This design comes from an exercise in tuning for small area, a short achievable clock period and few clock cycles per item on the open sky130 flow, not from production work.
No run shown here included a check of the RTL's function; only the layout flow was run.
Power figures rest on the tool's default switching activity, not on a simulated workload.

==> flow/design.v, too long to show whole: its modules and the start of the top module <==
// module affine_warp_source_address: 2765 lines
// module awsa_fa: 4 lines
// module awsa_ha: 4 lines
// module awsa_bsel: 3 lines
// module awsa_bsel0: 3 lines
module affine_warp_source_address
(
    input  logic        clk,
    input  logic        rst_n,
    input  logic        in_valid,
    output logic        in_ready,
    input  logic [10:0] out_x,
    input  logic [10:0] out_y,
    output logic        out_valid,
    input  logic        out_ready,
    output logic        hit,
    output logic [11:0] src_x,
    output logic [11:0] src_y,
    output logic [23:0] src_index,
    input  logic        cfg_wr_en,
    input  logic [2:0]  cfg_index,
    input  logic [31:0] cfg_data
);
  // ...
==> flow/run.sh <==
#!/bin/bash
# synth_recipe.tcl (not shown) runs the flow's synth.tcl, then flattens the netlist and writes it again
# the make line also repeats each setting of config.mk as NAME=value (left out here)
make -C /OpenROAD-flow-scripts/flow DESIGN_CONFIG=/design/flow/config.mk WORK_HOME=/design/flow/orfs CLKGATE_MAP_FILE= SYNTH_SCRIPT=/design/flow/synth_recipe.tcl finish
==> flow/config.mk <==
export PLATFORM = sky130hd
export DESIGN_NAME = affine_warp_source_address
export DESIGN_NICKNAME = affine_warp_source_address
export VERILOG_FILES = /design/flow/design.v
export SDC_FILE = /design/flow/constraint.sdc
export NUM_CORES = 4
export LEC_CHECK = 0
export CAP_MARGIN = 20
export CORE_MARGIN = 2
export CORE_UTILIZATION = 40
export SLEW_MARGIN = 20
export SYNTH_HIERARCHICAL = 1
==> flow/constraint.sdc <==
create_clock -name core_clock -period 7.2 [get_ports {clk}]
set_input_delay 1.4400 -clock core_clock [delete_from_list [all_inputs] [get_ports {clk}]]
set_output_delay 1.4400 -clock core_clock [all_outputs]
set_load 0.01 [all_outputs]
==> impl_metrics.env, run 1 <==
export IMPL_critPathMaxFanout=4
export IMPL_placed_cells=6439
export IMPL_met2RoutedLength_mm=80.1
export IMPL_pin_count=113
export IMPL_layout_nonclk_buf_share_pct=4.25
export IMPL_cts_hold_buf=0
export IMPL_seq_area_um2=9300
export IMPL_yosysMostFrequentCell="fa_1"
export IMPL_pg_clk_mw=2.73
export IMPL_final_common_cell="fa_1"
export IMPL_synth_compound_area_share_pct=23.6
export IMPL_globalRoute_busiestLayer="met2"
export IMPL_status="finished clean"
export IMPL_vias_per_cell=5.87
export IMPL_synthFlopType="dfxtp_1"
export IMPL_track_usage_pct=26.5
export IMPL_worst_setup_path_type="flip-flop to primary output"
export IMPL_hold_violations=0
export IMPL_drtIter0Drc=2931
export IMPL_synthToLayoutAreaGrowth_pct=11.9
export IMPL_hold_path_depth=2
export IMPL_synth_common_cells="829 x fa_1, 689 x xnor2_1, 660 x a22oi_2"
export IMPL_yosysTopAreaCell="fa_1"
export IMPL_pg_comb_mw=17.8
export IMPL_grt_pass1_vias=40900
export IMPL_slowest_stage="clkdlybuf4s50_1"
export IMPL_antenna_found_initial=3
export IMPL_htreeDepth=2
==> run 2, diff against run 1 <==
--- a/flow/config.mk
+++ b/flow/config.mk
@@ -8,5 +8,6 @@
 export CAP_MARGIN = 20
 export CORE_MARGIN = 2
 export CORE_UTILIZATION = 40
+export SETUP_SLACK_MARGIN = 2
 export SLEW_MARGIN = 20
 export SYNTH_HIERARCHICAL = 1
==> run 2 against run 1 <==
  * Die area stayed put
  * Synthesized area stayed put
  * Final cell count is 1.6% higher
  * Routed wire length rose by 4.5%
  * Maximum frequency grew 15%
  * Total power is 6.4% higher
  * Critical path type is now flip-flop to flip-flop
==> impl_metrics.env, run 2 <==
export IMPL_finalCriticalPeriod_ns=5.17
export IMPL_synth_edf_count=162
export IMPL_yosysTopAreaCell="fa_1"
export IMPL_layout_nets=5955
export IMPL_drive_gt1_share_pct=26.4
export IMPL_die_w_um=365
export IMPL_seq_power_share_pct=12.9
export IMPL_critPathCapture="sy_ci1$_DFFE_PP_"
export IMPL_dr_pass1_iters=5
export IMPL_antenna_found_initial=4
export IMPL_p_leak_nw=20.8
export IMPL_p_per_area_nw_per_um2=420
export IMPL_synth_adder_area_share_pct=36.7
export IMPL_drtIter0Drc=3091
export IMPL_clk_latency_ns=0.69
export IMPL_port_buffers=112
export IMPL_ys_warnings_count=7
export IMPL_gp_congestion=0.901
export IMPL_cts_hold_buf=0
export IMPL_clkPwrFrac_pct=11.1
export IMPL_synthToLayoutAreaGrowth_pct=15.7
export IMPL_synthFlopType="dfxtp_1"
export IMPL_swShare_pct=48.8
export IMPL_fmax_mhz=194
export IMPL_fin_skew_ns=0.0284
export IMPL_place_hpwl_mm=128
export IMPL_fin_crit_sh_pct=71.7
export IMPL_wl_per_cell_um=27.5
export IMPL_synth_sequential_area_ratio_pct=17.8
export IMPL_dpl_cell_area_um2=57500
export IMPL_grt_pass1_wl_mm=271
export IMPL_initial_core_util_pct=40.3
export IMPL_root_buffer="clkbuf_16"
export IMPL_cp_required_ns=7.58
export IMPL_grt_max_degree=129
export IMPL_intPower_mw=13.0
export IMPL_critPathMaxFanout=13
export IMPL_async_reset_ff_share_pct=0.783
export IMPL_hold_violations=0
export IMPL_synth_cell_types=67
export IMPL_track_usage_pct=27.2
export IMPL_synthSimpleGateAreaFrac_pct=6.92
export IMPL_path_clk_slew_ns=0.07
export IMPL_numCtsBuffers=50
export IMPL_final_common_cell="xnor2_1"
export IMPL_timing_rr_start="coef_yx_reg[2]$_SDFFE_PN0P_"
export IMPL_overflow=0
export IMPL_synth_top_family_by_area="adder cells"
export IMPL_r2r_end="sy_ci1$_DFFE_PP_"
export IMPL_fin_setup_tns_ns=0
export IMPL_route_detailed_drc=0
export IMPL_synth_top_area_share_pct=31.8
export IMPL_worst_setup_path_type="flip-flop to flip-flop"
export IMPL_rr_worst_depth=14
export IMPL_vias_per_cell=5.89
export IMPL_pin_count=113
export IMPL_switchingPower_mw=12.4
export IMPL_power_frac_comb_pct=75.9
export IMPL_cap_violations=0
export IMPL_synth_xor_area_share_pct=12.6
export IMPL_arrival_ns=5.54
export IMPL_routed_wl_mm=183
export IMPL_slew_violations=0
export IMPL_core_area_um2=130000
export IMPL_ir_drop_mv=0.371
export IMPL_mostFrequentLayoutCells="688 x xnor2_1, 660 x a22oi_2, 612 x fa_1, 464 x nand2_1"
export IMPL_netlist_area_um2=52300
export IMPL_cp_end_kind="flip-flop"
export IMPL_die_y_um=365
export IMPL_ys_ff_latch=383
export IMPL_max_slew_worst_pin_slew_ns=1.07
export IMPL_rows=132
export IMPL_setup_viol=0
export IMPL_final_antenna_net_count=0
export IMPL_worstSetupStartpointType="flip-flop"
export IMPL_r2r_slack_ns=2.03
export IMPL_syn_avg_cell_area_um2=11.6
export IMPL_hold_ws_ns=0.465
export IMPL_dieArea_um2=134000
export IMPL_synthTopCellsByArea="fa_1 32%, a22oi_2 16%, xnor2_1 12%"
export IMPL_status="finished clean"
export IMPL_min_path_type="flip-flop to flip-flop"
export IMPL_grt_pass1_vias=40800
export IMPL_tritoncts="yes"
export IMPL_synthMuxAreaShare_pct=0.115
export IMPL_htreeDepth=2
export IMPL_yosysMostFrequentCell="fa_1"
export IMPL_via_count=39100
export IMPL_stdcell_area_um2=60500
export IMPL_critPathLaunch="coef_yx_reg[2]$_SDFFE_PN0P_"
export IMPL_rsz0062_at_grt="true"
export IMPL_synth_common_cells="829 x fa_1, 689 x xnor2_1, 660 x a22oi_2"
export IMPL_total_power_mw=25.4
export IMPL_relSlewSlack_pct=28.4
export IMPL_clockBufferDepth=3
export IMPL_synthCells=4512
export IMPL_synth_compound_area_share_pct=23.6
export IMPL_clock_sinks=383
==> run 2: changes by cell type in the layout (fill, tap and decap cells not counted), sizes merged <==
| cell | change |
|---|---|
| buf | +106 |
| clkdlybuf4s50 | -6 |
| inv | -5 |
| bufinv | +4 |
| dlygate4sd2 | +2 |
| dlymetal6s2s | +2 |
| clkbuf | +1 |
| clkinv | +1 |
| clkinvlp | +1 |
==> run 2: worst min-delay path by stage <==
| stage | end | from | slack [ns] | cells after the start |
|---|---|---|---|---|
| 2_1_floorplan | src_h_reg[10]$_SDFFE_PN0P_ | src_h_reg[10]$_SDFFE_PN0P_ | 0.44 | 2 |
| 3_3_place_gp | src_h_reg[8]$_SDFFE_PN0P_ | src_h_reg[8]$_SDFFE_PN0P_ | 0.45 | 2 |
| 3_5_place_dp | src_h_reg[6]$_SDFFE_PN0P_ | src_h_reg[6]$_SDFFE_PN0P_ | 0.46 | 2 |
| 4_1_cts | src_h_reg[6]$_SDFFE_PN0P_ | src_h_reg[6]$_SDFFE_PN0P_ | 0.47 | 2 |
| 5_1_grt | src_h_reg[5]$_SDFFE_PN0P_ | src_h_reg[5]$_SDFFE_PN0P_ | 0.49 | 2 |
| 6_report | src_h_reg[6]$_SDFFE_PN0P_ | src_h_reg[6]$_SDFFE_PN0P_ | 0.47 | 2 |
==> run 2: power groups by stage <==
stage	combinational, mW	clock, mW	sequential (mW)
final	19.3	2.82	3.28
after global routing	21.4	2.97	3.32
after CTS	18.9	2.89	3.28
after detailed placement	18.6	0	3.39
after global placement	18.3	0	3.38
after floorplan	12.2	0	3.57
==> run 2: layout make-up <==
type / instances / area [um2]
clock inverter: 23 / 327
timing repair buffer: 357 / 3600
sequential: 383 / 9330
multi-input combinational: 3855 / 42700
inverter: 209 / 791
tap: 1742 / 2180
antenna: 1 / 2.50
clock buffer: 71 / 1510
fill: 11900 / 69200
==> run 2: per-stage QoR <==
stage | utilization (%) | std cells | setup slack (ns)
CTS | 46.3 | 6618 | 1.99
finish | 46.6 | 6641 | 2.03
floorplan | - | 4544 | 1.01
detailed placement | 44.4 | 6463 | 1.60
global placement | 44.3 | 6461 | 1.66
global route | 46.6 | 6640 | 1.90
==> run 2: timing repair <==
item	CTS	global route
pin swaps	4	7
cloned	0	4
resized for setup	30	63
endpoints found under the hold margin	0	0
setup endpoints to repair	20	48
setup buffers	61	18
==> run 2: logic make-up (layout without fill, tap and decap cells) <==
group,count (synthesis),in the layout
AOI/OAI and AO/OA,1201,1201
adders and majority gates,1037,1037
and+or+nand+nor,825,825
xor gates and xnor gates,752,752
DFF,383,383
buffers and inverters,306,660
muxes,6,6
other,2,35
==> run 2: layer usage <==
layer  up-vias  global-route usage (%)  part of all wire, %
met2      1786                    44.1                   46
met4         4                    10.1                  4.3
met3       387                    4.62                  7.7
li1      16600                       -                    -
met5         -                       0                0.015
met1     20400                    36.3                   41
==> run 2: per-module statistics from Yosys (local to each module, per instance) <==
module,cell area (um2),times used,flip-flops and latches,cells
affine_warp_source_address,20000,1,383,2191
awsa_bsel,21.3,660,0,2
awsa_bsel0,8.76,132,0,1
awsa_fa,20.0,824,0,1
awsa_ha,12.5,45,0,1
==> run 2: critical path: stages, from the launching register on <==
cell and delay, ns:
dfxtp_1 0.91, a22oi_2 0.18, xnor2_1 0.19, fa_2 0.45, fa_1 0.48, fa_2 0.36, fa_1 0.46, fa_1 0.51
inv_1 0.05, ha_1 0.31, a21o_1 0.19, a2111oi_2 0.29, o21ai_1 0.14, o2111ai_1 0.14, a21oi_1 0.19

==> static timing again, ports no longer ideal <==
The results above use ideal ports. As a check the final layouts listed here were re-extracted and re-timed, cells and wires unchanged.
Step 1 (the two cells are an assumption about what drives the block):
set clk [get_ports {clk}]
set_driving_cell -lib_cell sky130_fd_sc_hd__clkbuf_16 $clk
set_driving_cell -lib_cell sky130_fd_sc_hd__buf_2 [delete_from_list [all_inputs] $clk]
Step 2 adds t to the input delays and takes it off the output delays; t is the mean of the earliest and latest rising clock arrival at the registers after step 1. Input paths then give back, and output paths get back, about the clock's delay inside the block.
a / b / c = ideal ports / drivers / drivers and shift; a / b = the first two.
| run | shift t [ns] | setup slack, ns | latest minus earliest clock arrival (ns) | worst slew at a driven data input, ns | cell pins on the clock port's net |
|---|---|---|---|---|---|
| run 1 | 0.708 | 1.249 / 1.178 / 1.600 | 0.030 / 0.030 | 0.10 | 1 |
| run 2 | 0.743 | 2.034 / 2.034 / 2.034 | 0.029 / 0.028 | 0.11 | 1 |
After both steps setup and hold are still met in every run listed.
